Source: an optimization exercise on an open RTL-to-GDS flow (aim: small area, a short achievable clock period and few clock cycles per item). Production flows keep margins and buffers that such runs may drop.
RTL that was checked went through simulation tests only; none was proved equivalent to the original.

the reference run:
## iter_multiplier
module iter_multiplier (
    input  logic        clk,
    input  logic        rst_n,
    input  logic        mul_start,
    input  logic [63:0] a,
    input  logic [63:0] b,
    input  logic [1:0]  op,
    input  logic        word,
    input  logic        next,
    output logic [63:0] mul_result,
    output logic        mul_ok,
    output logic        busy
);
For scale: about 2900 cells after synthesis, roughly 200 I/O pins, ~0.027 mm2 of cells after synthesis.
clock: 7.5 ns
lec_check: 0
cap_margin: 20
core_margin: 2
core_utilization: 40
setup_slack_margin: 4.5
slew_margin: 20
run.sh (not shown) runs the stock make flow with config.mk's settings and CLKGATE_MAP_FILE= SYNTH_SCRIPT=/design/flow/synth_recipe.tcl, a recipe that flattens the netlist after the stock synthesis.
[inputs] the trial run vs the reference run
Settings: a change of SETUP_SLACK_MARGIN from 4.5 to 4.
==> results.txt <==
Changes observed in the trial run relative to the reference run: worst hold margin held steady.
Going from the reference run to the trial run, sequential share of layout area grows by 1.3 points.
Cmp the trial run vs the reference run: non-clock buffer count lower in the trial run
Comparing the two runs side by side, the trial run comes out behind the reference run on maximum frequency.
No functional check of the RTL was part of any run of this note.

== exp/onyx ==
iter_multiplier, a different RTL version from the one above (not shown whole).
Size in the first run: roughly 2500 cells after synthesis, roughly 25000 um2 of cells after synthesis.
clock: 7.5 ns
lec_check: 0
cap_margin: 20
core_margin: 2
core_utilization: 40
cts_cluster_diameter: 60
cts_cluster_size: 24
place_density: 0.9
setup_slack_margin: 4.5
slew_margin: 20
standard.sh (not shown) runs the stock make flow with config.mk's settings and CLKGATE_MAP_FILE= SYNTH_SCRIPT=/design/flow/synth_recipe.tcl, a recipe that flattens the netlist after the stock synthesis.
==> flow/flow/run.sh <==
#!/bin/bash
set -e
export BUFFER_PORTS_ARGS="-buffer_cell sky130_fd_sc_hd__buf_1"
bash standard.sh > standard.log 2>&1
Testbench counts of exp/onyx, summed over its fixed seeds: cycles 23,924, items 2,400.
Inputs modified between exp/onyx and exp/umber:
Settings: changing PLACE_DENSITY from 0.9 to 0.8; setting ABC_AREA to 1 for the first time.
==> flow/flow/run.sh <==
#!/bin/bash
set -e
export BUFFER_PORTS_ARGS="-buffer_cell sky130_fd_sc_hd__buf_2"
bash standard.sh > standard.log 2>&1
==> results.txt <==
- exp/umber has worst endpoint required time above what exp/onyx had.
- Taking exp/onyx as 1.0, exp/umber lands at 0.67 on pin count of the biggest net entering global routing.
- exp/umber vs. exp/onyx: number of cells in the design after placement went up by 604.
- Worst slack after detailed placement: exp/umber vs exp/onyx up 0.068 ns
- exp/umber -> exp/onyx: number of clock sinks delta 0, exact match
- In exp/umber, the fraction of synthesized area in multiplexers came out 0.67 points below the value in exp/onyx.
- Against exp/onyx, exp/umber comes in 3.5 points lower on proportion of cell area occupied by multi-input gates.
- Comparing exp/umber and exp/onyx, final cell count is higher on exp/umber.
- Relative to exp/onyx, area fraction in and, or, nand and nor cells after synthesis increased by 6.2 points in exp/umber.
- Going from exp/onyx to exp/umber, final critical-path share of the clock period shrinks by 0.71 points.
The inputs of exp/quartz differ from those of exp/umber as listed below.
Settings: clearing ABC_AREA, which used to be 1.
==> results.txt <==
Compared with exp/umber, in exp/quartz wire length reported by the detailed router -about 11%; distinct cell type count of the synthesized netlist +about 55%.
Diff exp/umber -> exp/quartz: maximum single-stage delay on the critical path decreased by 0.02 ns relative to the old numbers.
diff inputs: exp/quartz => exp/xenon
Settings: CORE_UTILIZATION changed from 40 to 50; PLACE_DENSITY changed from 0.8 to 0.85.
==> flow/flow/run.sh <==
#!/bin/bash
set -e
export BUFFER_PORTS_ARGS="-buffer_cell sky130_fd_sc_hd__buf_1"
bash standard.sh > standard.log 2>&1
==> comparison <==
Looking at exp/xenon and exp/quartz, the global-route wire length before repair is a wash.
exp/quartz has a higher die area than exp/xenon.
Worst-case hold slack delta for exp/xenon relative to exp/quartz: 0.031 ns lower
[exp/xenon] number of cells on the worst reg-to-reg path rose 1 relative to exp/quartz
The multiplexer share of the synthesized area on exp/quartz is in line with that on exp/xenon.
Looking at critical path depth, exp/xenon sits 1 above exp/quartz.
exp/xenon: placed standard-cell area lower than exp/quartz
--- input diff exp/xenon..exp/ember ---
Settings: changing CORE_UTILIZATION from 50 to 40; removing CTS_CLUSTER_SIZE (formerly 24); removing PLACE_DENSITY (formerly 0.85); removing CTS_CLUSTER_DIAMETER (formerly 60).
==> flow/flow/run.sh <==
#!/bin/bash
set -e
export BUFFER_PORTS_ARGS="-buffer_cell sky130_fd_sc_hd__buf_2"
bash standard.sh > standard.log 2>&1
Results
Register share of the cell area delta for exp/ember relative to exp/xenon: 0.79 points lower. In exp/ember, the worst setup slack before clock tree synthesis came out 0.33 ns above the value in exp/xenon. The destination of the critical timing path comes out b_q[26]$_DFFE_PP_ in one run and b_q[14]$_DFFE_PP_ in the other, namely in exp/xenon and exp/ember respectively. Diff exp/xenon and exp/ember: hold slack higher in exp/ember. | non-clock inverter total of the final layout | higher: exp/xenon |. Cell count is higher on exp/ember. exp/xenon -> exp/ember: maximum operating frequency increased slightly.

[re-timing with driven ports]
How much do the figures lean on ideal ports? The routed layouts below were timed once more, with nothing changed but the port constraints.
Step 1 sets driving cells, clkbuf_16 on the clock port and buf_2 on the other inputs (assumed; they add their load-dependent delay and slew).
Step 2 moves the port delays by t, midway between the first and last clock arrival at a register: inputs arrive t later, outputs are due t later. That takes back most of the time a late clock gives input paths.
Slacks: ideal ports / drivers / drivers and shift; pairs: ideal ports / drivers.
| run | t (ns) | slack for setup (ns) | latest minus earliest clock arrival (ns) | slew at the worst register clock pin (ns) |
|---|---|---|---|---|
| the reference run | 0.625 | 4.073 / 4.073 / 4.073 | 0.020 / 0.021 | 0.07 / 0.07 |
| the trial run | 0.624 | 4.018 / 4.018 / 4.018 | 0.035 / 0.036 | 0.06 / 0.06 |
| exp/onyx | 0.642 | 4.451 / 4.451 / 4.275 | 0.022 / 0.022 | 0.10 / 0.10 |
| exp/umber | 0.664 | 4.504 / 4.504 / 4.310 | 0.027 / 0.026 | 0.09 / 0.09 |
| exp/quartz | 0.652 | 4.556 / 4.556 / 4.483 | 0.038 / 0.038 | 0.10 / 0.10 |
| exp/xenon | 0.661 | 4.530 / 4.530 / 4.381 | 0.038 / 0.039 | 0.09 / 0.09 |
| exp/ember | 0.623 | 4.571 / 4.571 / 4.517 | 0.021 / 0.021 | 0.07 / 0.07 |
After both steps every run listed still meets setup and hold. For exp/umber, which loses most, drivers alone change the setup slack by 0.000 ns; drivers and shift together by -0.194 ns.
